From an optimization exercise on the open Yosys and OpenROAD flow, aimed at small area; shortcuts taken in it are not production practice.
The RTL was checked by simulation tests, not by an equivalence proof against the original design.
Power is estimated from default activity; no workload was simulated.

<file path="design.v">
module id_stage_pipe #(
    parameter int XLEN      = 32,
    parameter int NREG      = 32,
    parameter int WB_BYPASS = 1
) (
    input  logic            clk,
    input  logic            rst,
    input  logic            if_valid,
    input  logic [31:0]     if_inst,
    input  logic [XLEN-1:0] if_pc,
    output logic            id_ready,
    input  logic            ex_flush,
    input  logic            wb_we,
    input  logic [4:0]      wb_rd,
    input  logic [XLEN-1:0] wb_data,
    output logic            ex_valid,
    output logic [XLEN-1:0] ex_pc,
    output logic [4:0]      ex_rs1,
    output logic [4:0]      ex_rs2,
    output logic [4:0]      ex_rd,
    output logic [XLEN-1:0] ex_rs1_data,
    output logic [XLEN-1:0] ex_rs2_data,
    output logic [XLEN-1:0] ex_imm,
    output logic [3:0]      ex_alu_ctrl,
    output logic [2:0]      ex_funct3,
    output logic            ex_regwrite,
    output logic            ex_memread,
    output logic            ex_memwrite,
    output logic            ex_alusrc,
    output logic            ex_memtoreg,
    output logic            ex_branch,
    output logic            ex_illegal
);
    localparam logic [6:0] OP_R = 7'b0110011, OP_I = 7'b0010011, OP_LD = 7'b0000011;
    localparam logic [6:0] OP_ST = 7'b0100011, OP_BR = 7'b1100011, OP_LUI = 7'b0110111;
    localparam logic [3:0] ALU_ADD = 4'd0, ALU_SUB = 4'd1, ALU_AND = 4'd2, ALU_OR = 4'd3;
    localparam logic [3:0] ALU_SLT = 4'd4, ALU_SLTU = 4'd5, ALU_XOR = 4'd6, ALU_SLL = 4'd7;
    localparam logic [3:0] ALU_SRL = 4'd8, ALU_SRA = 4'd9, ALU_PASSB = 4'd10;
    localparam logic [2:0] C_OTH = 3'd0, C_R = 3'd1, C_I = 3'd2, C_SH = 3'd3;
    localparam logic [2:0] C_LD = 3'd4, C_ST = 3'd5, C_BR = 3'd6, C_LUI = 3'd7;
    logic [31:0] rf_q [1:31];
    logic        v_q;
    logic [31:0] pc_q;
    logic [6:0]  f7_q;           
    logic [7:0]  lo_q;           
    logic [2:0]  cls_q, cls_d;
    logic [3:0]  a1_q, a2_q;     
    logic [7:0]  b1_q, b2_q;     
    logic [6:0]  opc;
    logic [4:0]  rs1, rs2;
    logic        use1, use2, hz;
    assign opc = if_inst[6:0];
    assign rs1 = if_inst[19:15];
    assign rs2 = if_inst[24:20];
    always_comb begin
        use1 = 1'b0;
        use2 = 1'b0;
        cls_d = C_OTH;
        case (opc)
            OP_R:   begin use1 = 1'b1; use2 = 1'b1; cls_d = C_R; end
            OP_I:   begin use1 = 1'b1; cls_d = (if_inst[13:12] == 2'b01) ? C_SH : C_I; end
            OP_LD:  begin use1 = 1'b1; cls_d = C_LD; end
            OP_ST:  begin use1 = 1'b1; use2 = 1'b1; cls_d = C_ST; end
            OP_BR:  begin use1 = 1'b1; use2 = 1'b1; cls_d = C_BR; end
            OP_LUI: cls_d = C_LUI;
            default: ;
        endcase
    end
    assign hz = ex_memread && ex_rd != 5'd0 && if_valid &&
                ((use1 && rs1 == ex_rd) || (use2 && rs2 == ex_rd));
    assign id_ready = ex_flush || !hz;
    always_ff @(posedge clk) begin
        v_q   <= if_valid && !(rst || ex_flush || hz);
        pc_q  <= if_pc;
        f7_q  <= if_inst[31:25];
        lo_q  <= if_inst[14:7];
        cls_q <= cls_d;
        a1_q  <= 4'b1 << rs1[1:0];
        b1_q  <= 8'b1 << rs1[4:2];
        a2_q  <= 4'b1 << rs2[1:0];
        b2_q  <= 8'b1 << rs2[4:2];
    end
    logic [31:0] wd;
    assign wd = rst ? 32'd0 : wb_data;
    always_ff @(posedge clk) begin
        for (int i = 1; i < 32; i++)
            if (rst || (wb_we && wb_rd == 5'(i))) rf_q[i] <= wd;
    end
    logic [2:0] f3;
    logic [6:0] f7;
    logic       is_r, is_i, is_sh, is_ld, is_st, is_br, is_lui, is_oth, bad;
    assign f3 = lo_q[7:5];
    assign f7 = f7_q;
    assign is_r   = cls_q == C_R;
    assign is_i   = cls_q == C_I;
    assign is_sh  = cls_q == C_SH;
    assign is_ld  = cls_q == C_LD;
    assign is_st  = cls_q == C_ST;
    assign is_br  = cls_q == C_BR;
    assign is_lui = cls_q == C_LUI;
    assign is_oth = cls_q == C_OTH;
    assign bad = is_oth ||
                 (is_r && !(f7 == 7'b0 || (f7 == 7'b0100000 && (f3 == 3'b000 || f3 == 3'b101)))) ||
                 (is_sh && !(f7 == 7'b0 || (f3[2] && f7 == 7'b0100000))) ||
                 (is_br && f3[1]);
    function automatic logic [3:0] f3_alu(input logic [2:0] f);
        case (f)
            3'b000:  f3_alu = ALU_ADD;
            3'b001:  f3_alu = ALU_SLL;
            3'b010:  f3_alu = ALU_SLT;
            3'b011:  f3_alu = ALU_SLTU;
            3'b100:  f3_alu = ALU_XOR;
            3'b101:  f3_alu = ALU_SRL;
            3'b110:  f3_alu = ALU_OR;
            default: f3_alu = ALU_AND;
        endcase
    endfunction
    always_comb begin
        ex_alu_ctrl = ALU_ADD;
        if (!bad) begin
            if (is_r)
                ex_alu_ctrl = f7[5] ? (f3[2] ? ALU_SRA : ALU_SUB) : f3_alu(f3);
            else if (is_i || is_sh)
                ex_alu_ctrl = (is_sh && f3[2] && f7[5]) ? ALU_SRA : f3_alu(f3);
            else if (is_br)
                ex_alu_ctrl = ALU_SUB;
            else if (is_lui)
                ex_alu_ctrl = ALU_PASSB;
        end
    end
    assign ex_valid    = v_q;
    assign ex_illegal  = v_q && bad;
    assign ex_regwrite = v_q && !bad && (is_r || is_i || is_sh || is_ld || is_lui);
    assign ex_memread  = v_q && is_ld;
    assign ex_memtoreg = v_q && is_ld;
    assign ex_memwrite = v_q && is_st;
    assign ex_alusrc   = v_q && !bad && (is_i || is_sh || is_ld || is_st || is_lui);
    assign ex_branch   = v_q && !bad && is_br;
    assign ex_pc     = pc_q;
    assign ex_rd     = lo_q[4:0];
    assign ex_funct3 = lo_q[7:5];
    assign ex_rs1    = {b1_q[7] | b1_q[6] | b1_q[5] | b1_q[4], b1_q[7] | b1_q[6] | b1_q[3] | b1_q[2],
                        b1_q[7] | b1_q[5] | b1_q[3] | b1_q[1], a1_q[3] | a1_q[2], a1_q[3] | a1_q[1]};
    assign ex_rs2    = {b2_q[7] | b2_q[6] | b2_q[5] | b2_q[4], b2_q[7] | b2_q[6] | b2_q[3] | b2_q[2],
                        b2_q[7] | b2_q[5] | b2_q[3] | b2_q[1], a2_q[3] | a2_q[2], a2_q[3] | a2_q[1]};
    always_comb begin
        case (cls_q)
            C_I, C_LD: ex_imm = {{20{f7_q[6]}}, f7_q, ex_rs2};
            C_SH:      ex_imm = {27'd0, ex_rs2};
            C_ST:      ex_imm = {{20{f7_q[6]}}, f7_q, lo_q[4:0]};
            C_BR:      ex_imm = {{20{f7_q[6]}}, lo_q[0], f7_q[5:0], lo_q[4:1], 1'b0};
            C_LUI:     ex_imm = {f7_q, ex_rs2, ex_rs1, lo_q[7:5], 12'd0};
            default:   ex_imm = 32'd0;
        endcase
    end
    logic [31:0] s1, s2;
    logic [31:0] rfz [32];
    logic [31:0] n1 [11], n2 [11];
    always_comb begin
        for (int i = 0; i < 32; i++) begin
            s1[i] = a1_q[i % 4] & b1_q[i / 4];
            s2[i] = a2_q[i % 4] & b2_q[i / 4];
        end
        rfz[0] = 32'd0;
        for (int i = 1; i < 32; i++) rfz[i] = rf_q[i];
    end
    for (genvar g = 0; g < 11; g++) begin : grp
        for (genvar b = 0; b < 32; b++) begin : bit_
            if (g < 10) begin : full
                id_sel3 u1 (.d({rfz[3*g+3][b], rfz[3*g+2][b], rfz[3*g+1][b]}), .s(s1[3*g+3:3*g+1]), .y_n(n1[g][b]));
                id_sel3 u2 (.d({rfz[3*g+3][b], rfz[3*g+2][b], rfz[3*g+1][b]}), .s(s2[3*g+3:3*g+1]), .y_n(n2[g][b]));
            end else begin : part
                assign n1[g][b] = ~(rfz[31][b] & s1[31]);
                assign n2[g][b] = ~(rfz[31][b] & s2[31]);
            end
        end
    end
    always_comb begin
        ex_rs1_data = ~((n1[0] & n1[1] & n1[2] & n1[3]) & (n1[4] & n1[5] & n1[6] & n1[7]) & (n1[8] & n1[9] & n1[10]));
        ex_rs2_data = ~((n2[0] & n2[1] & n2[2] & n2[3]) & (n2[4] & n2[5] & n2[6] & n2[7]) & (n2[8] & n2[9] & n2[10]));
    end
endmodule
module id_sel3 (
    input  logic [2:0] d,
    input  logic [2:0] s,
    output logic       y_n
);
    assign y_n = ~|(d & s);
endmodule
</file>
<file path="config.mk">
export PLATFORM = sky130hd
export DESIGN_NAME = id_stage_pipe
export DESIGN_NICKNAME = id_stage_pipe
export VERILOG_FILES = /design/flow/design.v
export SDC_FILE = /design/flow/constraint.sdc
export NUM_CORES = 4
export LEC_CHECK = 0
export CAP_MARGIN = 5
export CORE_MARGIN = 2
export CORE_UTILIZATION = 55
export CTS_CLUSTER_DIAMETER = 90
export CTS_CLUSTER_SIZE = 25
export SLEW_MARGIN = 5
export SYNTH_HIERARCHICAL = 1
export SYNTH_MINIMUM_KEEP_SIZE = 0
</file>
<file path="constraint.sdc">
create_clock -name core_clock -period 4.5 [get_ports {clk}]
set_input_delay 0.9000 -clock core_clock [delete_from_list [all_inputs] [get_ports {clk}]]
set_output_delay 0.9000 -clock core_clock [all_outputs]
set_load 0.01 [all_outputs]
</file>
<file path="flow/run.sh">
#!/bin/bash
# Own flow: the standard layout (standard.sh, unchanged synthesis and steps), except that
# the port buffers that global placement inserts on every input and output are buf_1 cells.
set -euo pipefail
cd "$(dirname "$0")/.."
export BUFFER_PORTS_ARGS="-buffer_cell sky130_fd_sc_hd__buf_1"
bash standard.sh finish > orfs_make.log 2>&1
</file>
<file path="standard.sh">
#!/bin/bash
# synth_recipe.tcl (not shown) runs the flow's synth.tcl, then flattens the netlist and writes it again
# the make line also repeats each setting of config.mk as NAME=value (left out here)
make -C /OpenROAD-flow-scripts/flow DESIGN_CONFIG=/design/flow/config.mk WORK_HOME=/design/flow/orfs CLKGATE_MAP_FILE= SYNTH_SCRIPT=/design/flow/synth_recipe.tcl "${@:-finish}"
</file>
==> results of run 1 <==
[cell type report]
type / instances / area, um2
fill: 5521 / 28100
clock buffer: 76 / 1370
timing repair buffer: 402 / 2170
antenna: 1 / 2.50
inverter: 9 / 33.8
sequential: 1067 / 31300
tap: 969 / 1210
clock inverter: 7 / 70.1
multi-input combinational: 1238 / 10500
[per-module statistics from Yosys (local to each module, per instance)]
module | flops+latches | area (um2)
id_sel3 | 0 | 10.0
id_stage_pipe | 1067 | 35200
[metal layers]
metal | share of wire (%) | vias to the layer above | GRT usage, %
met2 | 45 | 2741 | 56.1
met4 | 4.2 | 3 | 13.4
met3 | 15 | 308 | 8.42
met1 | 36 | 15100 | 51.9
met5 | 0.085 | - | 1.13
li1 | - | 12100 | -
[worst max-delay path by stage]
stage,start,endpoint,depth (start not counted)
global route,b2_q[2],ex_rs2_data[16],7
floorplan,wb_rd[3],rf_q[24][0],4
CTS,b1_q[2],ex_rs1_data[12],7
finish,a2_q[0],ex_rs2_data[12],7
detailed placement,b1_q[2],ex_rs1_data[12],7
global placement,b1_q[2],ex_rs1_data[12],7
[power groups by stage]
stage	Combinational (mW)	Clock [mW]	Sequential [mW]
floorplan	0.724	0	12.3
global placement	1.58	0	12.3
detailed placement	1.60	0	12.4
CTS	1.60	5.22	12.2
global route	1.69	5.56	12.3
finish	1.65	5.19	12.2
[metrics by stage]
stage	instances	power (mW)	setup TNS [ps]	area (um2)
2_1_floorplan	2347	13.0	-2500	41600
3_3_place_gp	3683	13.9	0	45100
3_5_place_dp	3683	14.0	0	45100
4_1_cts	3766	19.0	0	46600
5_1_grt	3768	19.5	0	46600
6_report	3769	19.0	0	46600
[synth_stat cells (5+ instances only)]
cell type,number,area (um2)
edfxtp_1,992,29800
a222oi_1,640,6410
nand4_1,132,826
a21oi_1,77,385
dfxtp_1,75,1500
and2_1,72,450
nand2_1,69,259
and4_1,64,561
nor2b_1,42,263
clkbuf_1,25,93.8
o21ai_0,20,100
nor2_1,18,67.6
xnor2_1,11,96.3
nor3b_1,9,67.6
inv_1,8,30.0
nand2b_1,8,50.1
o31ai_1,7,52.6
nand3_1,6,30.0
nor3_1,5,25.0
[sequential cells by signal, summed over array words and instances (netlist names), 3 cells and up]
| name | cells |
|---|---|
| b2_q | 8 |
| lo_q | 8 |
| a2_q | 4 |
| f7_q | 7 |
| a1_q | 4 |
| b1_q | 8 |
| rf_q | 992 |
| pc_q | 32 |
| cls_q | 3 |
[cell families after synthesis]
kind of cell,count (synthesis)
DFF,1067
AOI/OAI and AO/OA,775
muxes,2
xor gates and xnor gates,12
and+or+nand+nor,449
buffers and inverters,42
==> summary.txt, run 1 <==
===============================================================================================
Outcome ..........................................................................  timing/DRC/antenna clean
Area share of xor/xnor cells in the synthesized design ...........................       0.253%
Vias .............................................................................        30.3k
H-tree depth reported by CTS .....................................................            2
Capturing point of the worst reg2reg path ........................................          v_q
Synthesized area .................................................................    41600 um2
Critical path data arrival time ..................................................      3530 ps
Register-to-register path setup slack ............................................      2940 ps
Final net count ..................................................................         2873
MaxCap Viol Count ................................................................            0
Number of synthesized register bits ..............................................         1067
Worst slack after detailed placement .............................................       949 ps
Vias in the first global route ...................................................        28.5k
Hold path depth ..................................................................            1
Port-buffer cells ................................................................          264
Pins Over Slew Limit .............................................................            0
Share of synthesized area spent on multiplexers ..................................      0.0481%
List of cells traversed by the critical path ..................................... and2_1 -> buf_4 -> a222oi_1 -> nand4_1 -> a21oi_1 -> nand4_1 -> buf_1
Max Fanout on Critical Path ......................................................           20
Worst R2R Start ..................................................................     cls_q[2]
DIE HEIGHT .......................................................................       279 um
Setup bufs post-CTS ..............................................................            0
CTS sink cnt .....................................................................         1067
Synth async-reset ratio ..........................................................           0%
Portion of the clock cycle consumed by the worst path in the final layout ........        98.4%
Most frequent cells in the layout ................................................ edfxtp_1 (992), a222oi_1 (640), buf_1 (263), nand4_1 (132), buf_4 (126)
DR iter-0 viols ..................................................................         8466
Worst-margin pin slew ............................................................      1450 ps
Combinational power share ........................................................         8.7%
Combined buffer and inverter count along the critical path .......................            2
Critical Path Max Stage Delay ....................................................       660 ps
Avg Inst Size Synth ..............................................................     17.7 um2
Number of gates resized after CTS ................................................            0
Final core utilization ...........................................................        62.4%
Number of instances in the synthesized netlist ...................................         2347
Tot GR Track Use .................................................................        36.7%
Most common library cell in the layout ignoring fill and taps ....................     edfxtp_1
Clock tree buffer depth ..........................................................            3
Simple-Gate Fraction of Synth Area ...............................................        6.69%
Wire per inst ....................................................................      38.8 um
Insertion delay to the later sink of the worst-skew pair .........................       660 ps
Compound-gate portion of the synthesized area ....................................        17.3%
Worst-case reg-to-reg path depth .................................................            4
Maximum ir drop on the vdd rail ..................................................   0.000418 V
Maximum number of pins on one net before global-route repair .....................           37
Number of flops mapped to enable cells by yosys ..................................          992
Smallest hold slack ..............................................................       325 ps
Library cell appearing most often on the critical path ...........................      nand4_1
Critical-path top delay cell .....................................................       and2_1
Starting utilization of the core area ............................................        55.7%
Root Buffer Master ...............................................................    clkbuf_16
Clock input transition at the sequential cells of the worst setup and hold paths .       100 ps
Sequential fraction of design power ..............................................        64.1%
Average via count per standard cell ..............................................         8.03
Pre-Repair DR Iteration Count ....................................................           14
Wirelength, routed ...............................................................       146 mm
Final global-route overflow total ................................................            0
Fraction of layout instances using a drive strength above 1 ......................        9.79%
Placer's final routability congestion estimate ...................................        0.974
Relative area change from synthesis to final layout ..............................        12.1%
DRT antenna net count ............................................................            0
Area enclosed by the die boundary ................................................    77800 um2
DIE WIDTH ........................................................................       279 um
Final-report hold violation count ................................................            0
Dominant combinational cell family by area after synthesis ....................... compound AO/OA/AOI/OAI gates
Post-CTS Hold Buffers ............................................................            0
CTS tree .........................................................................          yes
Least setup slack across all paths after layout ..................................      71.9 ps
Number of nets in the synthesized netlist ........................................         2453
RSZ-0062 raised after global routing .............................................           no
Min cycle time layout ............................................................      4430 ps
CP Data Required Time ............................................................      3600 ps
Sequential-to-total area share from yosys stat ...................................        75.3%
Origin of the worst min-delay path ...............................................  if_inst[31]
End point of the worst hold path .................................................      f7_q[6]
Number of rows in the core area ..................................................          100
Proportion of power drawn by the clock network ...................................        27.3%
Yosys warning count ..............................................................           15
Antenna violations before repair .................................................            3
CTS Buf Count ....................................................................           49
DRC violation count after routing ................................................            0
Max-slew headroom ................................................................        3.37%
PwrDens ..........................................................................   408 nW/um2
Top FF cell, synth ...............................................................     edfxtp_1
Net Switching ....................................................................      4.70 mW
Internal Pwr Total ...............................................................      14.3 mW
Fraction of power spent switching nets ...........................................        24.7%
Area share of fa/ha/maj cells after synthesis ....................................           0%
Class of the tightest hold or removal check ......................................       in2reg
Core region area .................................................................    74700 um2
Leakage dissipation ..............................................................      14.7 nW
Worst setup path category ........................................................      reg2out
Count of pins on the block boundary ..............................................          265
Worst Clk Skew ...................................................................      9.75 ps
Post-detail-place hpwl ...........................................................      88.5 mm
First-pass GRT wire length .......................................................       205 mm
Element type at the critical path start ..........................................         flop
Maximum achievable frequency .....................................................    0.226 GHz
Element type at the critical path end ............................................  output port
Number of setup violations in the final report ...................................            0
Distinct cell type count of the synthesized netlist ..............................           53
Kind of cell adding the most delay to the critical path .......................... simple AND/OR/NAND/NOR gates
===============================================================================================
==> run 2: changes to the inputs <==
--- a/config.mk
+++ b/config.mk
@@ -12,2 +12,3 @@
 export CTS_CLUSTER_SIZE = 25
+export GPL_TIMING_DRIVEN = 0
 export SLEW_MARGIN = 5
==> run 2 against run 1 <==
  * Clock power rose by 2%
  * Die area unchanged
  * Largest cell class unchanged
  * Combinational power grew about 10%
  * Area after synthesis unchanged
  * Sequential share of layout area decreased by 2.3 points
  * Still clean
  * Non-clock buffer count rose by 22
  * Utilization increased by 2.2 points
  * Largest power group unchanged
  * Sequential power is essentially flat
  * Global-route usage increased by 2.0 points
==> summary.txt, run 2 <==
===============================================================================================
Outcome ..........................................................................  timing/DRC/antenna clean
Clock tree buffer depth ..........................................................            3   unchanged
Final non-filler cell area .......................................................    48200 um2   +3.5%
Net Switching ....................................................................      4.78 mW   +1.7%
Synth async-reset ratio ..........................................................           0%   unchanged
Leading cell type by number of instances after synthesis .........................     edfxtp_1
Library cell appearing most often on the critical path ...........................      nand4_1
Core region area .................................................................    74700 um2   unchanged
Sequential-to-total area share from yosys stat ...................................        75.3%   unchanged
Class of the tightest hold or removal check ......................................       in2reg
Kind of cell adding the most delay to the critical path .......................... simple AND/OR/NAND/NOR gates
Number of flops mapped to enable cells by yosys ..................................          992   unchanged
Vias .............................................................................        30.9k   +2.2%
Worst-case reg-to-reg path depth .................................................            5   +1
Starting utilization of the core area ............................................        55.7%   unchanged
Number of synthesized register bits ..............................................         1067   unchanged
Worst R2R Start ..................................................................     cls_q[2]
MaxCap Viol Count ................................................................            0   unchanged
Count of pins on the block boundary ..............................................          265   unchanged
Post-CTS Hold Buffers ............................................................            0   unchanged
First-pass GRT wire length .......................................................       213 mm   +3.9%
Critical Path Max Stage Delay ....................................................       510 ps   -150 ps
H-tree depth reported by CTS .....................................................            2   unchanged
Area share of xor/xnor cells in the synthesized design ...........................       0.253%   unchanged
Worst Clk Skew ...................................................................      2.81 ps   -6.95 ps
Most frequent cells in the layout ................................................ edfxtp_1 (992), a222oi_1 (640), buf_1 (254), nand4_1 (132), a21oi_1 (77)
Yosys warning count ..............................................................           15   unchanged
Combinational power share ........................................................         9.4%   +0.7 points
Relative area change from synthesis to final layout ..............................        16.0%
Area fraction of the dominant cell type after synthesis ..........................        71.6%   unchanged
Maximum ir drop on the vdd rail ..................................................   0.000424 V   +1.5%
Worst-margin pin slew ............................................................      1290 ps   -158 ps
Area enclosed by the die boundary ................................................    77800 um2   unchanged
Most numerous cell types in the synthesized netlist .............................. edfxtp_1 (992), a222oi_1 (640), nand4_1 (132)
Max Fanout on Critical Path ......................................................           18   -10%
Post-detail-place hpwl ...........................................................      99.1 mm   +12%
Maximum number of pins on one net before global-route repair .....................           33   -11%
Cell type with the highest aggregate area in the netlist .........................     edfxtp_1
Biggest regs ..................................................................... rf_q: 992 flops, pc_q: 32 flops
Element type at the critical path start ..........................................         flop
Insertion delay to the later sink of the worst-skew pair .........................       630 ps   -30 ps
Number of flip-flops under the largest register name .............................          992   unchanged
Vias in the first global route ...................................................        29.6k   +3.9%
Sequential fraction of design power ..............................................        63.2%   -0.9 points
Origin of the worst min-delay path ...............................................    if_pc[29]
DR iter-0 viols ..................................................................         8591   +1.5%
CTS tree .........................................................................          yes
Area share of fa/ha/maj cells after synthesis ....................................           0%   unchanged
List of cells traversed by the critical path ..................................... and2_2 -> buf_16 -> a222oi_1 -> nand4_1 -> a21oi_1 -> nand4_1 -> buf_1
Most area-consuming cells after synthesis ........................................ edfxtp_1 (72%), a222oi_1 (15%), dfxtp_1 (3.6%)
Internal Pwr Total ...............................................................      14.5 mW   +1.2%
Hold path depth ..................................................................            1   unchanged
Leakage dissipation ..............................................................      15.2 nW   +3.5%
Maximum achievable frequency .....................................................    0.236 GHz   +4.6%
Clock input transition at the sequential cells of the worst setup and hold paths .       100 ps   about the same
Min cycle time layout ............................................................      4230 ps   -196 ps
Avg Inst Size Synth ..............................................................     17.7 um2   unchanged
Distinct cell type count of the synthesized netlist ..............................           53   unchanged
Fraction of power spent switching nets ...........................................        24.8%   +0.095 points
Number of instances in the synthesized netlist ...................................         2347   unchanged
Critical-path top delay cell .....................................................       and2_2
CTS sink cnt .....................................................................         1067   unchanged
Max-slew headroom ................................................................        13.9%   +11 points
Fraction of layout instances using a drive strength above 1 ......................        11.9%   +2.1 points
Layout Cells excl Fill ...........................................................         3793   +0.64%
Placer's final routability congestion estimate ...................................        0.960   -1.4%
DIE HEIGHT .......................................................................       279 um   unchanged
CP Data Required Time ............................................................      3600 ps   about the same
Dominant combinational cell family by area after synthesis ....................... compound AO/OA/AOI/OAI gates
Final global-route overflow total ................................................            0   unchanged
Number of setup violations in the final report ...................................            0   unchanged
Cell Count Post-Placement ........................................................         3707   +0.65%
Pins Over Slew Limit .............................................................            0   unchanged
Average via count per standard cell ..............................................         8.15   +1.5%
Top FF cell, synth ...............................................................     edfxtp_1
Portion of the clock cycle consumed by the worst path in the final layout ........        94.0%   -4.4 points
Number of nets in the synthesized netlist ........................................         2453   unchanged
Cell area after placement ........................................................    46800 um2   +3.6%
Register-to-register path setup slack ............................................      2890 ps   -50 ps
Combined buffer and inverter count along the critical path .......................            2   unchanged
Number of rows in the core area ..................................................          100   unchanged
Share of synthesized area spent on multiplexers ..................................      0.0481%   unchanged
Element type at the critical path end ............................................  output port
Capturing point of the worst reg2reg path ........................................          v_q
Port-buffer cells ................................................................          254   -3.8%
DRT antenna net count ............................................................            0   unchanged
End point of the worst hold path .................................................     pc_q[29]
Root Buffer Master ...............................................................    clkbuf_16
Synthesized area .................................................................    41600 um2   unchanged
Number of gates resized after CTS ................................................            0   unchanged
DRC violation count after routing ................................................            0   unchanged
Worst setup path category ........................................................      reg2out
CTS Buf Count ....................................................................           49   unchanged
RSZ-0062 raised after global routing .............................................           no
Largest register by flop count ...................................................         rf_q
Wirelength, routed ...............................................................       154 mm   +5.2%
Most common library cell in the layout ignoring fill and taps ....................     edfxtp_1
Final-report hold violation count ................................................            0   unchanged
Antenna violations before repair .................................................            1   -2
Compound-gate portion of the synthesized area ....................................        17.3%   unchanged
PwrDens ..........................................................................   399 nW/um2   -2.1%
Tot GR Track Use .................................................................        38.7%   +2.0 points
Simple-Gate Fraction of Synth Area ...............................................        6.69%   unchanged
Final net count ..................................................................         2895   +0.77%
Critical path data arrival time ..................................................      3330 ps   -200 ps
Setup bufs post-CTS ..............................................................            0   unchanged
Wire per inst ....................................................................      40.6 um   +4.6%
Proportion of power drawn by the clock network ...................................        27.4%   about the same
DIE WIDTH ........................................................................       279 um   unchanged
Pre-Repair DR Iteration Count ....................................................           13   -1
===============================================================================================
[run 2: cell counts after synthesis]
Identical to the previous run, type by type.
[run 2: area by class of cell]
type	instances	area, um2
clock buffers	79	1400
clock inverters	6	70.1
flip-flops and latches	1067	31300
diodes	1	2.50
plain buffers	33	150
inverters	9	33.8
multi-input cells	1238	10500
repair buffers	391	3540
well taps	969	1210
fillers	5272	26500
[run 2: worst max-delay path by stage]
| stage | from | endpoint | slack, ps | cells after the start |
|---|---|---|---|---|
| after floorplan | wb_rd[3] | rf_q[24][0] | -40 | 4 |
| after global placement | wb_rd[2] | rf_q[20][18] | -3710 | 4 |
| after detailed placement | rst | rf_q[15][20] | -270 | 7 |
| after CTS | a1_q[2] | ex_rs1_data[4] | 370 | 7 |
| final | a1_q[2] | ex_rs1_data[7] | 270 | 7 |
| after global routing | a1_q[3] | ex_rs1_data[8] | 240 | 7 |
[run 2: per-module statistics from Yosys (local to each module, per instance)]
module | flip-flops and latches | cells
id_stage_pipe | 1067 | 1707
id_sel3 | 0 | 1
[run 2: power groups by stage]
stage	clock network (mW)	registers [mW]	logic, mW
5_1_grt	5.63	12.3	1.85
6_report	5.28	12.2	1.82
3_5_place_dp	0	12.4	1.75
2_1_floorplan	0	12.3	0.724
4_1_cts	5.30	12.2	1.76
3_3_place_gp	0	12.4	1.50
[run 2: kinds of logic after synthesis]
logic type                Yosys count
AOI/OAI and AO/OA                 775
and+or+nand+nor                   449
xor gates and xnor gates           12
DFF                              1067
muxes                               2
buffers and inverters              42
[run 2: stage by stage]
step | power, mW | worst slack (ps) | TNS (ps) | util (%) | hold WS, ps
after global placement | 13.9 | -3710 | -1616760 | 58.6 | 792
after floorplan | 13.0 | -39.7 | -2500 | - | 749
after detailed placement | 14.1 | -266 | -14510 | 62.6 | 804
after CTS | 19.2 | 367 | 0 | 64.6 | 306
after global routing | 19.7 | 241 | 0 | 64.6 | 309
final | 19.3 | 268 | 0 | 64.6 | 324
[run 2: layer usage]
metal / share of wire, % / GRT usage, %
met4: 4.6 / 16.0
met2: 44 / 58.4
met3: 16 / 9.73
met5: 0 / 0
met1: 35 / 54.1
==> run 3: changes to the inputs <==
--- a/config.mk
+++ b/config.mk
@@ -9,6 +9,5 @@
 export CORE_MARGIN = 2
-export CORE_UTILIZATION = 55
+export CORE_UTILIZATION = 72
 export CTS_CLUSTER_DIAMETER = 90
 export CTS_CLUSTER_SIZE = 25
-export GPL_TIMING_DRIVEN = 0
 export SLEW_MARGIN = 5
==> run 3 against run 2 <==
  * Cell area is 4.5% lower
  * Worst hold slack gained 1.6 ps
  * Global-route usage grew 6.9 points
  * Critical endpoint is now ex_rs2_data[5]
  * Register-to-register slack barely moved
  * Critical path type unchanged
  * Total power decreased by 1.8%
  * Still clean on timing, DRC and antenna
==> summary.txt, run 3 <==
===============================================================================================
Proportion of power drawn by the clock network ...................................        27.0%   -0.4 points
Most numerous cell types in the synthesized netlist .............................. edfxtp_1 (992), a222oi_1 (640), nand4_1 (132)
Flip-flop and latch area .........................................................    31300 um2   unchanged
Cell area after placement ........................................................    44700 um2   -4.5%
Class of the tightest hold or removal check ......................................       in2reg
Root Buffer Master ...............................................................    clkbuf_16
Most common library cell in the layout ignoring fill and taps ....................     edfxtp_1
Maximum ir drop on the vdd rail ..................................................   0.000396 V   -6.6%
PwrDens ..........................................................................   411 nW/um2   +2.8%
DR iter-0 viols ..................................................................        11.4k   +32%
Most frequent cells in the layout ................................................ edfxtp_1 (992), a222oi_1 (640), buf_1 (263), nand4_1 (132), buf_4 (123)
CTS Buf Count ....................................................................           49   unchanged
Power after layout ...............................................................      18.9 mW   -1.8%
Worst-margin pin slew ............................................................      1320 ps   +30.9 ps
Yosys warning count ..............................................................           15   unchanged
First-pass GRT wire length .......................................................       196 mm   -7.7%
Worst setup path category ........................................................      reg2out
Pins Over Slew Limit .............................................................            0   unchanged
DRC violation count after routing ................................................            0   unchanged
Min cycle time layout ............................................................      4330 ps   +103 ps
Leakage dissipation ..............................................................      14.6 nW   -4.2%
GR Layer Usage met1 ..............................................................        62.4%   +8.3 points
Biggest regs ..................................................................... rf_q: 992 flops, pc_q: 32 flops
Cell type with the highest aggregate area in the netlist .........................     edfxtp_1
Area fraction of the dominant cell type after synthesis ..........................        71.6%   unchanged
Multi-input combinational cell area ..............................................    10500 um2   -0.70%
Starting utilization of the core area ............................................        72.5%   +17 points
Number of rows in the core area ..................................................           88   -12%
DIE HEIGHT .......................................................................       244 um   -12%
Final net count ..................................................................         2858   -1.3%
CTS tree .........................................................................          yes
Distinct cell type count of the synthesized netlist ..............................           53   unchanged
Element type at the critical path end ............................................  output port
Fraction of layout instances using a drive strength above 1 ......................        9.02%   -2.9 points
Critical path data arrival time ..................................................      3430 ps   +100 ps
Number of synthesized register bits ..............................................         1067   unchanged
Largest register by flop count ...................................................         rf_q
Maximum achievable frequency .....................................................    0.231 GHz   -2.4%
Busiest metal layer after global routing .........................................         met2
Element type at the critical path start ..........................................         flop
Top FF cell, synth ...............................................................     edfxtp_1
Register-to-register path setup slack ............................................      2890 ps   about the same
Number of flip-flops under the largest register name .............................          992   unchanged
Final global-route overflow total ................................................            0   unchanged
Internal Pwr Total ...............................................................      14.3 mW   -1.4%
Placer's final routability congestion estimate ...................................         1.00   +4.2%
Fraction of power spent switching nets ...........................................        24.5%   -0.28 points
Synth async-reset ratio ..........................................................           0%   unchanged
Max Fanout on Critical Path ......................................................           20   +2
Most area-consuming cells after synthesis ........................................ edfxtp_1 (72%), a222oi_1 (15%), dfxtp_1 (3.6%)
Setup bufs post-CTS ..............................................................            0   unchanged
DIE WIDTH ........................................................................       244 um   -12%
CTS sink cnt .....................................................................         1067   unchanged
Number of setup violations in the final report ...................................            0   unchanged
Met2 layer usage reported by global route ........................................        68.2%   +9.8 points
Worst-case reg-to-reg path depth .................................................            4   -1
Tot GR Track Use .................................................................        45.6%   +6.9 points
Post-CTS Hold Buffers ............................................................            0   unchanged
MaxCap Viol Count ................................................................            0   unchanged
Number of antenna cells inserted .................................................            0   -1
DRT antenna net count ............................................................            0   unchanged
RSZ-0062 raised after global routing .............................................           no
Post-detail-place hpwl ...........................................................      83.5 mm   -16%
Wirelength, routed ...............................................................       138 mm   -10%
Worst Clk Skew ...................................................................      5.03 ps   +2.22 ps
Leading cell type by number of instances after synthesis .........................     edfxtp_1
Count of pins on the block boundary ..............................................          265   unchanged
Least setup slack across all paths after layout ..................................       165 ps   -103 ps
Smallest hold slack ..............................................................       325 ps   +1.59 ps
Max-slew headroom ................................................................        11.8%   -2.1 points
Pre-Repair DR Iteration Count ....................................................           23   +10
Sequential-to-total area share from yosys stat ...................................        75.3%   unchanged
Maximum number of pins on one net before global-route repair .....................           37   +12%
Core region area .................................................................    57400 um2   -23%
Filler instances .................................................................         3029   -43%
Number of flops mapped to enable cells by yosys ..................................          992   unchanged
Sequential fraction of design power ..............................................        64.6%   +1.4 points
Number of nets in the synthesized netlist ........................................         2453   unchanged
Final non-filler cell area .......................................................    46100 um2   -4.5%
Net Switching ....................................................................      4.64 mW   -2.9%
Portion of the clock cycle consumed by the worst path in the final layout ........        96.3%   +2.3 points
Relative area change from synthesis to final layout ..............................        10.8%
CP Data Required Time ............................................................      3600 ps   about the same
Synthesized area .................................................................    41600 um2   unchanged
Insertion delay to the later sink of the worst-skew pair .........................       640 ps   about the same
Final-report hold violation count ................................................            0   unchanged
Clock tree buffer depth ..........................................................            3   unchanged
Combinational power share ........................................................         8.4%   -1.0 points
Hold path depth ..................................................................            1   unchanged
Wire per inst ....................................................................      39.0 um   -3.9%
H-tree depth reported by CTS .....................................................            2   unchanged
Final core utilization ...........................................................        80.3%   +16 points
Port-buffer cells ................................................................          264   +3.9%
Avg Inst Size Synth ..............................................................     17.7 um2   unchanged
Area enclosed by the die boundary ................................................    59700 um2   -23%
Vias in the first global route ...................................................        29.3k   -1.2%
Antenna violations before repair .................................................            0   -1
Number of gates resized after CTS ................................................            0   unchanged
Outcome ..........................................................................  timing/DRC/antenna clean
Number of instances in the synthesized netlist ...................................         2347   unchanged
Average via count per standard cell ..............................................         8.83   +8.3%
Clock input transition at the sequential cells of the worst setup and hold paths .       100 ps   about the same
Vias .............................................................................        31.3k   +1.4%
Global routing usage on met3 .....................................................        13.0%   +3.3 points
Worst slack after detailed placement .............................................       977 ps   +1240 ps
===============================================================================================
run 3: changes by cell type in the layout (fill, tap and decap cells not counted), sizes merged:
cell,previous run,this run
buf,399,386
bufinv,1,0
clkbuf,104,79
clkinv,2,0
clkinvlp,1,0
diode,1,0
inv,11,14
run 3: worst paths after layout:
kind | from | end
setup / recovery | b2_q[2] | ex_rs2_data[5]
hold / removal | if_pc[27] | pc_q[27]
setup reg to reg | cls_q[2] | v_q
hold reg to reg | lo_q[0] | v_q
run 3: area by class of cell:
class,instances,area share (%)
tap,765,2.08
inverter,9,0.0733
timing repair buffer,387,4.16
sequential,1067,67.9
multi-input combinational,1238,22.7
clock inverter,5,0.100
clock buffer,78,2.99
run 3: power groups by stage:
stage	combinational, mW	clock, mW	sequential, mW
5_1_grt	1.62	5.35	12.3
2_1_floorplan	0.724	0	12.3
3_5_place_dp	1.51	0	12.4
6_report	1.59	5.10	12.2
4_1_cts	1.51	5.04	12.2
3_3_place_gp	1.48	0	12.3
run 3: metrics by stage:
| stage | cells | TNS, ps |
|---|---|---|
| 6_report | 3549 | 0 |
| 5_1_grt | 3549 | 0 |
| 4_1_cts | 3549 | 0 |
| 3_5_place_dp | 3466 | 0 |
| 3_3_place_gp | 3466 | 0 |
| 2_1_floorplan | 2347 | -2500 |
run 3: kinds of logic (layout without fill, tap and decap cells):
family / after synthesis / count (layout) / synth area share (%)
buf+inv: 42 / 479 / 0.442
compound gates: 775 / 775 / 17.3
simple gates: 449 / 449 / 6.69
flops: 1067 / 1067 / 75.3
mux: 2 / 2 / 0.0481
xor+xnor: 12 / 12 / 0.253
run 3: critical path: stages, from the launching register on:
cell and delay, ps:
dfxtp_1 430, and2_1 1030, buf_4 400, a222oi_1 100, nand4_1 310, a21oi_1 80, nand4_1 220, buf_1 210
run 3: per-module statistics from Yosys, one instance, submodules excluded:
| module | times used | flops+latches | area (um2) | cells |
|---|---|---|---|---|
| id_stage_pipe | 1 | 1067 | 35200 | 1707 |
| id_sel3 | 640 | 0 | 10.0 | 1 |
run 3: routing by layer:
layer / wire [um] / vias to the layer above
met3: 26200 / 571
met5: 0 / -
met2: 60800 / 3926
met4: 9170 / 0
li1: - / 12100
met1: 42200 / 14800
==> run 4: changes to the inputs <==
--- a/config.mk
+++ b/config.mk
@@ -9,5 +9,6 @@
 export CORE_MARGIN = 2
-export CORE_UTILIZATION = 72
+export CORE_UTILIZATION = 65
 export CTS_CLUSTER_DIAMETER = 90
 export CTS_CLUSTER_SIZE = 25
+export PLACE_DENSITY = 0.8
 export SLEW_MARGIN = 5
==> run 4 against run 3 <==
  * Now fails the layout checks on negative setup slack
  * Total power is 0.35% higher
  * Setup slack got worse by 190 ps
  * Largest power group unchanged
  * Maximum frequency shrank 4.2%
==> summary.txt, run 4 <==
===============================================================================================
Simple-Gate Fraction of Synth Area ...............................................        6.69%   unchanged
List of failed layout checks ..................................................... negative setup slack
Average via count per standard cell ..............................................         8.53   -3.4%
Fraction of power spent switching nets ...........................................        24.6%   +0.069 points
Sequential-to-total area share from yosys stat ...................................        75.3%   unchanged
Portion of the clock cycle consumed by the worst path in the final layout ........         101%   +4.3 points
DIE WIDTH ........................................................................       257 um   +5.2%
MaxCap Viol Count ................................................................            0   unchanged
Maximum ir drop on the vdd rail ..................................................   0.000393 V   -0.77%
Wirelength, routed ...............................................................       137 mm   -0.95%
Worst setup path category ........................................................      reg2out
DIE HEIGHT .......................................................................       257 um   +5.2%
Element type at the critical path end ............................................  output port
DR iter-0 viols ..................................................................        10.4k   -8.7%
Maximum number of pins on one net before global-route repair .....................           33   -11%
Synth async-reset ratio ..........................................................           0%   unchanged
Antenna violations before repair .................................................            3   +3
Maximum achievable frequency .....................................................    0.221 GHz   -4.2%
CTS sink cnt .....................................................................         1067   unchanged
Most area-consuming cells after synthesis ........................................ edfxtp_1 (72%), a222oi_1 (15%), dfxtp_1 (3.6%)
Final-report hold violation count ................................................            0   unchanged
Number of flip-flops under the largest register name .............................          992   unchanged
Yosys warning count ..............................................................           15   unchanged
Combinational power share ........................................................         8.5%   about the same
Most common library cell in the layout ignoring fill and taps ....................     edfxtp_1
Clock tree buffer depth ..........................................................            3   unchanged
Number of setup violations in the final report ...................................            1   +1
Internal Pwr Total ...............................................................      14.3 mW   +0.26%
Setup_tns ........................................................................     -26.9 ps   -26.9 ps
Area enclosed by the die boundary ................................................    66000 um2   +11%
CTS tree .........................................................................          yes
Critical path data arrival time ..................................................      3630 ps   +200 ps
Number of rows in the core area ..................................................           92   +4.5%
Class of the tightest hold or removal check ......................................       in2reg
Max Fanout on Critical Path ......................................................           22   +10%
Min cycle time layout ............................................................      4530 ps   +192 ps
Cell Count Post-Placement ........................................................         3553   +2.5%
Number of flops mapped to enable cells by yosys ..................................          992   unchanged
Synthesized area .................................................................    41600 um2   unchanged
Number of nets in the synthesized netlist ........................................         2453   unchanged
Fraction of layout instances using a drive strength above 1 ......................        9.18%   +0.16 points
Element type at the critical path start ..........................................         flop
Dominant combinational cell family by area after synthesis ....................... compound AO/OA/AOI/OAI gates
Wire per inst ....................................................................      37.6 um   -3.6%
Sequential fraction of design power ..............................................        64.4%   -0.2 points
Most numerous cell types in the synthesized netlist .............................. edfxtp_1 (992), a222oi_1 (640), nand4_1 (132)
Number of synthesized register bits ..............................................         1067   unchanged
Largest register by flop count ...................................................         rf_q
Area share of fa/ha/maj cells after synthesis ....................................           0%   unchanged
Net Switching ....................................................................      4.67 mW   +0.63%
Insertion delay to the later sink of the worst-skew pair .........................       650 ps   about the same
Worst Clk Skew ...................................................................      9.26 ps   +4.23 ps
Area share of xor/xnor cells in the synthesized design ...........................       0.253%   unchanged
Pre-Repair DR Iteration Count ....................................................           15   -35%
Relative area change from synthesis to final layout ..............................        11.4%
Post-detail-place hpwl ...........................................................      85.2 mm   +2.0%
Root Buffer Master ...............................................................    clkbuf_16
Power after layout ...............................................................      19.0 mW   +0.35%
Cell type with the highest aggregate area in the netlist .........................     edfxtp_1
Distinct cell type count of the synthesized netlist ..............................           53   unchanged
Layout Cells excl Fill ...........................................................         3648   +2.8%
DRC violation count after routing ................................................            0   unchanged
Compound-gate portion of the synthesized area ....................................        17.3%   unchanged
Max-slew headroom ................................................................        13.8%   +2.0 points
Number of instances in the synthesized netlist ...................................         2347   unchanged
Final non-filler cell area .......................................................    46300 um2   +0.48%
Proportion of power drawn by the clock network ...................................        27.2%   +0.2 points
Starting utilization of the core area ............................................        65.8%   -6.7 points
DRT antenna net count ............................................................            0   unchanged
Tot GR Track Use .................................................................        40.7%   -4.9 points
Post-CTS Hold Buffers ............................................................            0   unchanged
Area fraction of the dominant cell type after synthesis ..........................        71.6%   unchanged
Worst slack after detailed placement .............................................       930 ps   -47.6 ps
Clock input transition at the sequential cells of the worst setup and hold paths .       100 ps   about the same
Port-buffer cells ................................................................          264   unchanged
Final global-route overflow total ................................................            0   unchanged
Setup bufs post-CTS ..............................................................            0   unchanged
Least setup slack across all paths after layout ..................................     -26.9 ps   -192 ps
Avg Inst Size Synth ..............................................................     17.7 um2   unchanged
Worst-margin pin slew ............................................................      1290 ps   -35.6 ps
H-tree depth reported by CTS .....................................................            2   unchanged
Count of pins on the block boundary ..............................................          265   unchanged
CTS Buf Count ....................................................................           49   unchanged
Core region area .................................................................    63200 um2   +10%
CP Data Required Time ............................................................      3600 ps   about the same
PwrDens ..........................................................................   410 nW/um2   -0.13%
Cell area after placement ........................................................    44800 um2   +0.38%
Biggest regs ..................................................................... rf_q: 992 flops, pc_q: 32 flops
Placer's final routability congestion estimate ...................................         1.03   +2.9%
Share of synthesized area spent on multiplexers ..................................      0.0481%   unchanged
First-pass GRT wire length .......................................................       196 mm   about the same
Number of gates resized after CTS ................................................            0   unchanged
RSZ-0062 raised after global routing .............................................           no
Leakage dissipation ..............................................................      14.6 nW   +0.33%
Final net count ..................................................................         2865   +0.24%
Pins Over Slew Limit .............................................................            0   unchanged
Leading cell type by number of instances after synthesis .........................     edfxtp_1
Top FF cell, synth ...............................................................     edfxtp_1
Vias .............................................................................        31.1k   -0.70%
Most frequent cells in the layout ................................................ edfxtp_1 (992), a222oi_1 (640), buf_1 (263), nand4_1 (132), buf_4 (127)
Outcome .......................................................................... complete, but fails checks
Vias in the first global route ...................................................        29.2k   -0.40%
===============================================================================================
## run 4: per-module statistics from Yosys (local to each module, per instance)
module | area, um2 | cells
id_sel3 | 10.0 | 1
id_stage_pipe | 35200 | 1707
## run 4: through the flow
| stage | hold WS (ps) | util [%] |
|---|---|---|
| final | 324 | 73.3 |
| after floorplan | 749 | - |
| after global placement | 807 | 70.9 |
| after CTS | 312 | 73.2 |
| after detailed placement | 822 | 70.9 |
| after global routing | 319 | 73.3 |
## run 4: cell type report
type,instances,area (um2)
diodes,2,5.00
clock buffers,88,1420
clock inverters,4,45.0
fillers,3908,16900
inverters,9,33.8
multi-input cells,1238,10500
flip-flops and latches,1067,31300
well taps,846,1060
repair buffers,394,2000
## run 4: power by group through the flow
stage	sequential, mW	combinational, mW	clock [mW]
floorplan	12.3	0.724	0
global placement	12.3	1.50	0
detailed placement	12.4	1.53	0
CTS	12.2	1.54	5.14
global route	12.3	1.64	5.48
finish	12.2	1.61	5.16
## run 4: logic make-up (layout without fill, tap and decap cells)
family,Yosys count,count (layout)
multiplexers,2,2
AND/OR/NAND/NOR,449,449
buffers and inverters,42,495
flip-flops,1067,1067
other,0,2
XOR/XNOR,12,12
AO/OA/AOI/OAI,775,775
## run 4: final timing paths
kind,from,end,slack (ps),cells after the start
max,a2_q[1],ex_rs2_data[13],-30,7
min,if_pc[31],pc_q[31],320,1
max reg2reg,lo_q[4],v_q,3030,3
min reg2reg,lo_q[0],v_q,840,2
## run 4: metal layers
metal	part of all wire [%]	vias to the layer above	global-route usage, %
li1	-	12100	-
met1	32	14800	55.2
met2	45	3634	62.4
met3	17	579	9.59
met4	6.7	2	20.8
met5	0.0036	-	0
## run 4: critical path, stage by stage (launching register included)
cell	delay [ps]
dfxtp_1	410
and2_1	580
buf_4	390
a222oi_1	510
nand4_1	250
a21oi_1	290
nand4_1	300
buf_1	220
==> run 5: changes to the inputs <==
--- a/config.mk
+++ b/config.mk
@@ -12,3 +12,2 @@
 export CTS_CLUSTER_SIZE = 25
-export PLACE_DENSITY = 0.8
 export SLEW_MARGIN = 5
==> run 5 against run 4 <==
  * The run now finishes clean
  * Largest cell class unchanged
  * Sequential share of layout area is 0.080 points higher
  * Clock power is 2% lower
  * First-iteration DRC count is 2.4% lower
  * Cell area is 0.12% lower
  * Area after synthesis stayed put
  * Die area stayed put
  * Highest routed layer is now met4
  * Routed wire length is 1.4% higher
  * Critical path type unchanged
  * Combinational power hardly changed
  * Clock skew is 6.2 ps lower
  * Utilization is 0.087 points lower
==> summary.txt, run 5 <==
===============================================================================================
Max Fanout on Critical Path ......................................................           17   -23%
Element type at the critical path end ............................................  output port
Class of the tightest hold or removal check ......................................       in2reg
Root Buffer Master ...............................................................    clkbuf_16
MaxCap Viol Count ................................................................            0   unchanged
PwrDens ..........................................................................   408 nW/um2   -0.47%
Most numerous cell types in the synthesized netlist .............................. edfxtp_1 (992), a222oi_1 (640), nand4_1 (132)
Number of rows in the core area ..................................................           92   unchanged
Largest register by flop count ...................................................         rf_q
Number of instances in the synthesized netlist ...................................         2347   unchanged
Synthesized area .................................................................    41600 um2   unchanged
Final net count ..................................................................         2864   -0.035%
Critical path data arrival time ..................................................      3430 ps   -200 ps
Top FF cell, synth ...............................................................     edfxtp_1
Worst Clk Skew ...................................................................      3.03 ps   -6.23 ps
Number of synthesized register bits ..............................................         1067   unchanged
Core region area .................................................................    63200 um2   unchanged
DRC violation count after routing ................................................            0   unchanged
Max-slew headroom ................................................................        10.7%   -3.2 points
Leading cell type by number of instances after synthesis .........................     edfxtp_1
DRT antenna net count ............................................................            0   unchanged
List of cells traversed by the critical path ..................................... and2_1 -> buf_4 -> a222oi_1 -> nand4_1 -> a21oi_1 -> nand4_1 -> buf_1
Yosys warning count ..............................................................           15   unchanged
Power after layout ...............................................................      18.9 mW   -0.59%
Final-report hold violation count ................................................            0   unchanged
DR iter-0 viols ..................................................................        10.1k   -2.4%
Setup_tns ........................................................................         0 ps   +26.9 ps
Post-detail-place hpwl ...........................................................      83.4 mm   -2.1%
Maximum ir drop on the vdd rail ..................................................   0.000425 V   +8.3%
Most area-consuming cells after synthesis ........................................ edfxtp_1 (72%), a222oi_1 (15%), dfxtp_1 (3.6%)
Wire per inst ....................................................................      38.2 um   +1.8%
Sequential-to-total area share from yosys stat ...................................        75.3%   unchanged
Leakage dissipation ..............................................................      14.6 nW   -0.20%
Filler instances .................................................................         3969   +1.6%
Cell type with the highest aggregate area in the netlist .........................     edfxtp_1
CTS tree .........................................................................          yes
Multi-input combinational cell area ..............................................    10500 um2   about the same
Layout Cells excl Fill ...........................................................         3635   -0.36%
Most frequent cells in the layout ................................................ edfxtp_1 (992), a222oi_1 (640), buf_1 (263), nand4_1 (132), buf_4 (126)
Outcome ..........................................................................  timing/DRC/antenna clean
First-pass GRT wire length .......................................................       198 mm   +0.54%
CTS Buf Count ....................................................................           48   -2.0%
Number of gates resized after CTS ................................................            0   unchanged
DIE HEIGHT .......................................................................       257 um   unchanged
Most common library cell in the layout ignoring fill and taps ....................     edfxtp_1
RSZ-0062 raised after global routing .............................................           no
Count of pins on the block boundary ..............................................          265   unchanged
Placer's final routability congestion estimate ...................................        0.966   -6.1%
Number of setup violations in the final report ...................................            0   -1
H-tree depth reported by CTS .....................................................            2   unchanged
Starting utilization of the core area ............................................        65.8%   unchanged
Insertion delay to the later sink of the worst-skew pair .........................       630 ps   -20 ps
Number of nets in the synthesized netlist ........................................         2453   unchanged
Avg Inst Size Synth ..............................................................     17.7 um2   unchanged
Fraction of layout instances using a drive strength above 1 ......................        9.22%   +0.040 points
Area enclosed by the die boundary ................................................    66000 um2   unchanged
Area fraction of the dominant cell type after synthesis ..........................        71.6%   unchanged
Library cell appearing most often on the critical path ...........................      nand4_1
Final global-route overflow total ................................................            0   unchanged
Min cycle time layout ............................................................      4330 ps   -199 ps
Setup bufs post-CTS ..............................................................            0   unchanged
Pins Over Slew Limit .............................................................            0   unchanged
Maximum number of pins on one net before global-route repair .....................           37   +12%
Distinct cell type count of the synthesized netlist ..............................           53   unchanged
Synth async-reset ratio ..........................................................           0%   unchanged
Portion of the clock cycle consumed by the worst path in the final layout ........        96.2%   -4.4 points
Port-buffer cells ................................................................          264   unchanged
Post-CTS Hold Buffers ............................................................            0   unchanged
Wirelength, routed ...............................................................       139 mm   +1.4%
Critical Path Max Stage Delay ....................................................       550 ps   -30 ps
Worst setup path category ........................................................      reg2out
Number of flops mapped to enable cells by yosys ..................................          992   unchanged
Maximum achievable frequency .....................................................    0.231 GHz   +4.6%
CTS sink cnt .....................................................................         1067   unchanged
DIE WIDTH ........................................................................       257 um   unchanged
Clock tree buffer depth ..........................................................            3   unchanged
Number of flip-flops under the largest register name .............................          992   unchanged
Average via count per standard cell ..............................................         8.47   -0.67%
Flip-flop and latch area .........................................................    31300 um2   unchanged
Antenna violations before repair .................................................            1   -2
Worst-margin pin slew ............................................................      1330 ps   +48.1 ps
Element type at the critical path start ..........................................         flop
Tot GR Track Use .................................................................        41.2%   +0.52 points
Biggest regs ..................................................................... rf_q: 992 flops, pc_q: 32 flops
Clock input transition at the sequential cells of the worst setup and hold paths .       100 ps   about the same
CP Data Required Time ............................................................      3600 ps   about the same
Cell Count Post-Placement ........................................................         3554   +0.028%
Vias in the first global route ...................................................        29.3k   +0.29%
Pre-Repair DR Iteration Count ....................................................           15   unchanged
Vias .............................................................................        30.8k   -1.0%
Relative area change from synthesis to final layout ..............................        11.2%
Critical-path top delay cell .....................................................       and2_1
===============================================================================================
[run 5: area by class of cell]
class                   instances  share of cell area (%)
multi-input cells            1238                    22.6
inverters                       9                  0.0730
well taps                     846                    2.29
flip-flops and latches       1067                    67.6
clock buffers                  78                    2.93
repair buffers                394                    4.36
clock inverters                 2                  0.0541
diodes                          1                 0.00541
[run 5: routing by layer]
layer,up-vias,GRT usage (%),wire [um]
met5,-,0,0
met1,14900,57.5,46000
li1,12100,-,-
met3,448,10.0,23100
met4,0,20.0,8290
met2,3335,61.9,61700
[run 5: worst max-delay path: cells and delay by family (launching register included)]
family,cells,cell delay (ps)
AOI/OAI and AO/OA,2,720
buffers and inverters,2,580
DFF,1,440
and+or+nand+nor,3,1030
[run 5: per-stage QoR]
step	cell area (um2)	utilization, %	hold slack, ps	worst slack, ps
global placement	44900	71.0	791	819
CTS	46200	73.2	315	299
detailed placement	44900	71.0	802	701
finish	46300	73.2	340	172
global route	46300	73.2	319	136
floorplan	41600	-	749	-39.7
[run 5: Yosys stat by module (local to each module, per instance)]
| module | flops+latches | copies in the design | cell area (um2) |
|---|---|---|---|
| id_sel3 | 0 | 640 | 10.0 |
| id_stage_pipe | 1067 | 1 | 35200 |
[run 5: path summary, 6_finish.rpt]
| path | end | slack [ps] | start | cells after the start |
|---|---|---|---|---|
| hold / removal | pc_q[4] | 340 | if_pc[4] | 1 |
| hold reg to reg | v_q | 810 | lo_q[0] | 2 |
| setup / recovery | ex_rs1_data[14] | 170 | a1_q[1] | 7 |
| setup reg to reg | v_q | 2900 | cls_q[2] | 4 |
[run 5: cells by family after synthesis]
kind of cell,count (synthesis),synth area share [%]
flops,1067,75.3
simple gates,449,6.69
buf+inv,42,0.442
xor+xnor,12,0.253
compound gates,775,17.3
mux,2,0.0481
[run 5: where the power goes]
group	switching, mW	internal [mW]
Sequential	0.466	11.7
Clock	2.97	2.09
Combinational	1.20	0.406
==> run 6: changes to the inputs <==
--- a/config.mk
+++ b/config.mk
@@ -9,5 +9,5 @@
 export CORE_MARGIN = 2
-export CORE_UTILIZATION = 65
-export CTS_CLUSTER_DIAMETER = 90
-export CTS_CLUSTER_SIZE = 25
+export CORE_UTILIZATION = 55
+export CTS_CLUSTER_DIAMETER = 80
+export CTS_CLUSTER_SIZE = 30
 export SLEW_MARGIN = 5
==> run 6 against run 5 <==
  * Still clean
  * Cell count increased by 3.5%
  * Die area increased by 18%
  * Sequential power about the same
  * Total power increased by 1.5%
  * Clock skew increased by 16 ps
  * Critical path type unchanged
  * Largest power group unchanged
==> summary.txt, run 6 <==
===============================================================================================
Synthesized area .................................................................    41600 um2   unchanged
Post-detail-place hpwl ...........................................................      88.5 mm   +6.1%
Insertion delay to the later sink of the worst-skew pair .........................       650 ps   +20 ps
Relative area change from synthesis to final layout ..............................        12.3%
Final net count ..................................................................         2869   +0.17%
Pre-Repair DR Iteration Count ....................................................           12   -3
Filler instances .................................................................         5511   +39%
Synth async-reset ratio ..........................................................           0%   unchanged
Post-CTS Hold Buffers ............................................................            0   unchanged
Number of synthesized register bits ..............................................         1067   unchanged
Critical-path top delay cell .....................................................       and2_1
Wire per inst ....................................................................      38.8 um   +1.5%
End point of the worst hold path .................................................     pc_q[23]
Area enclosed by the die boundary ................................................    77800 um2   +18%
Maximum number of pins on one net before global-route repair .....................           37   unchanged
Most area-consuming cells after synthesis ........................................ edfxtp_1 (72%), a222oi_1 (15%), dfxtp_1 (3.6%)
Worst-margin pin slew ............................................................      1460 ps   +120 ps
Cell area after placement ........................................................    45100 um2   +0.63%
Wirelength, routed ...............................................................       146 mm   +5.1%
Final non-filler cell area .......................................................    46700 um2   +0.94%
Portion of the clock cycle consumed by the worst path in the final layout ........        98.3%   +2.1 points
CTS sink cnt .....................................................................         1067   unchanged
Element type at the critical path start ..........................................         flop
Leakage dissipation ..............................................................      14.7 nW   +1.0%
Clock input transition at the sequential cells of the worst setup and hold paths .       120 ps   +20 ps
Worst slack after detailed placement .............................................       949 ps   +248 ps
Largest register by flop count ...................................................         rf_q
Avg Inst Size Synth ..............................................................     17.7 um2   unchanged
DRT antenna net count ............................................................            0   unchanged
Min cycle time layout ............................................................      4420 ps   +94.6 ps
DR iter-0 viols ..................................................................         8120   -20%
Tot GR Track Use .................................................................        36.6%   -4.6 points
Origin of the worst min-delay path ...............................................    if_pc[23]
Port-buffer cells ................................................................          264   unchanged
Critical path data arrival time ..................................................      3520 ps   +90 ps
PwrDens ..........................................................................   410 nW/um2   +0.52%
DIE HEIGHT .......................................................................       279 um   +8.6%
Worst Clk Skew ...................................................................      19.2 ps   +16.1 ps
Power after layout ...............................................................      19.2 mW   +1.5%
Most numerous cell types in the synthesized netlist .............................. edfxtp_1 (992), a222oi_1 (640), nand4_1 (132)
DRC violation count after routing ................................................            0   unchanged
Number of flops mapped to enable cells by yosys ..................................          992   unchanged
Worst R2R Start ..................................................................     cls_q[2]
Number of flip-flops under the largest register name .............................          992   unchanged
Critical Path Max Stage Delay ....................................................      1130 ps   +580 ps
First-pass GRT wire length .......................................................       205 mm   +3.5%
Antenna violations before repair .................................................            2   +1
Number of instances in the synthesized netlist ...................................         2347   unchanged
Worst setup path category ........................................................      reg2out
Root Buffer Master ...............................................................    clkbuf_16
Count of pins on the block boundary ..............................................          265   unchanged
Leading cell type by number of instances after synthesis .........................     edfxtp_1
Top FF cell, synth ...............................................................     edfxtp_1
Library cell appearing most often on the critical path ...........................      nand4_1
Vias .............................................................................        30.1k   -2.2%
Outcome ..........................................................................  timing/DRC/antenna clean
Vias in the first global route ...................................................        28.6k   -2.3%
Final core utilization ...........................................................        62.5%   -11 points
Class of the tightest hold or removal check ......................................       in2reg
Element type at the critical path end ............................................  output port
Maximum ir drop on the vdd rail ..................................................   0.000406 V   -4.5%
Pins Over Slew Limit .............................................................            0   unchanged
Starting utilization of the core area ............................................        55.7%   -10 points
Distinct cell type count of the synthesized netlist ..............................           53   unchanged
Capturing point of the worst reg2reg path ........................................          v_q
Max-slew headroom ................................................................        2.99%   -7.7 points
Least setup slack across all paths after layout ..................................      77.7 ps   -94.6 ps
MaxCap Viol Count ................................................................            0   unchanged
Final-report hold violation count ................................................            0   unchanged
Worst-case reg-to-reg path depth .................................................            4   unchanged
Register-to-register path setup slack ............................................      2930 ps   +30 ps
Cell type with the highest aggregate area in the netlist .........................     edfxtp_1
Maximum achievable frequency .....................................................    0.226 GHz   -2.1%
RSZ-0062 raised after global routing .............................................           no
Most common library cell in the layout ignoring fill and taps ....................     edfxtp_1
Yosys warning count ..............................................................           15   unchanged
Fraction of layout instances using a drive strength above 1 ......................        10.3%   +1.1 points
DIE WIDTH ........................................................................       279 um   +8.6%
Biggest regs ..................................................................... rf_q: 992 flops, pc_q: 32 flops
Most frequent cells in the layout ................................................ edfxtp_1 (992), a222oi_1 (640), buf_1 (263), nand4_1 (132), buf_4 (126)
Number of nets in the synthesized netlist ........................................         2453   unchanged
Final global-route overflow total ................................................            0   unchanged
Setup_tns ........................................................................         0 ps   unchanged
Average via count per standard cell ..............................................         8.01   -5.5%
Core region area .................................................................    74700 um2   +18%
Clock tree buffer depth ..........................................................            3   unchanged
CTS tree .........................................................................          yes
CP Data Required Time ............................................................      3600 ps   about the same
Max Fanout on Critical Path ......................................................           20   +3
Hold path depth ..................................................................            1   unchanged
Number of antenna cells inserted .................................................            0   -1
Number of gates resized after CTS ................................................            0   unchanged
Setup bufs post-CTS ..............................................................            0   unchanged
Area fraction of the dominant cell type after synthesis ..........................        71.6%   unchanged
Sequential-to-total area share from yosys stat ...................................        75.3%   unchanged
Combined buffer and inverter count along the critical path .......................            2   unchanged
Number of setup violations in the final report ...................................            0   unchanged
List of cells traversed by the critical path ..................................... and2_1 -> buf_4 -> a222oi_1 -> nand4_1 -> a21oi_1 -> nand4_1 -> buf_1
Kind of cell adding the most delay to the critical path .......................... simple AND/OR/NAND/NOR gates
H-tree depth reported by CTS .....................................................            2   unchanged
Placer's final routability congestion estimate ...................................        0.974   +0.81%
CTS Buf Count ....................................................................           46   -4.2%
Number of rows in the core area ..................................................          100   +8.7%
===============================================================================================
-- run 6: cell counts after synthesis --
Identical to the previous run, type by type.
-- run 6: final cells by class --
cell class	count	area, um2	area share, %
Clock buffer	61	1330	2.86
Clock inverter	19	190	0.407
Inverter	9	33.8	0.0724
Multi-Input combinational cell	1238	10500	22.4
Sequential cell	1067	31300	67.0
Tap cell	969	1210	2.60
Timing Repair Buffer	401	2150	4.61
-- run 6: report_power, final --
group	switching, mW	total (mW)	internal (mW)	leakage [nW]
clock network	3.14	5.33	2.19	0.747
logic	1.23	1.64	0.416	3.77
registers	0.448	12.2	11.7	10.2
-- run 6: Yosys stat by module, one instance, submodules excluded --
module         times used  flip-flops and latches
id_sel3               640                       0
id_stage_pipe           1                    1067
-- run 6: worst max-delay path by stage --
stage / from / endpoint / slack [ps] / cells after the start
2_1_floorplan: wb_rd[3] / rf_q[24][0] / -40 / 4
3_3_place_gp: b1_q[2] / ex_rs1_data[12] / 980 / 7
3_5_place_dp: b1_q[2] / ex_rs1_data[12] / 950 / 7
4_1_cts: b1_q[2] / ex_rs1_data[12] / 250 / 7
5_1_grt: a2_q[0] / ex_rs2_data[12] / 30 / 7
6_report: a2_q[0] / ex_rs2_data[16] / 80 / 7
-- run 6: routing by layer --
metal | wire (um) | global-route usage, %
met4 | 6430 | 14.5
met1 | 53000 | 52.0
met3 | 21300 | 7.79
met5 | 85 | 0.750
met2 | 65400 | 55.7
-- run 6: stage by stage --
step | hold WS (ps) | std cells
3_5_place_dp | 795 | 3683
2_1_floorplan | 749 | 2347
6_report | 327 | 3764
3_3_place_gp | 788 | 3683
5_1_grt | 321 | 3764
4_1_cts | 304 | 3763
-- run 6: logic make-up after synthesis --
group	after synthesis	share of synthesized area, %
AO/OA/AOI/OAI	775	17.3
XOR/XNOR	12	0.253
buffers and inverters	42	0.442
flip-flops	1067	75.3
multiplexers	2	0.0481
AND/OR/NAND/NOR	449	6.69

[port drivers added, routing unchanged]
No port has a modelled driver above. Below, the same layouts with a new extraction and two added sets of constraints.
Step 1 assumes that a clkbuf_16 drives the clock port and a buf_2 every other input.
Step 2 also shifts input and output timing later by t, the mid clock arrival at the registers, as if the neighbouring blocks saw the same clock.
a / b / c = no drivers / after step 1 / after step 2; a / b = the first two.
run | t (ns) | slack for setup (ns) | worst hold slack (ns) | worst slew at a driven data input, ns
run 1 | 0.724 | 0.072 / 0.000 / 0.724 | 0.325 / 0.279 / 0.806 | 0.06
run 2 | 0.712 | 0.268 / 0.195 / -0.332 | 0.324 / 0.274 / 0.819 | 0.07
run 3 | 0.705 | 0.165 / 0.100 / 0.805 | 0.325 / 0.282 / 0.851 | 0.07
run 4 | 0.716 | -0.027 / -0.092 / 0.624 | 0.324 / 0.282 / 0.842 | 0.07
run 5 | 0.704 | 0.172 / 0.106 / 0.610 | 0.340 / 0.298 / 0.814 | 0.08
run 6 | 0.712 | 0.078 / 0.004 / 0.716 | 0.327 / 0.277 / 0.798 | 0.06
With both steps, setup timing fails in run 2, where it was met with ideal ports. The setup slack of run 2, which loses most, moves by -0.073 ns with the drivers and by -0.600 ns with both steps.
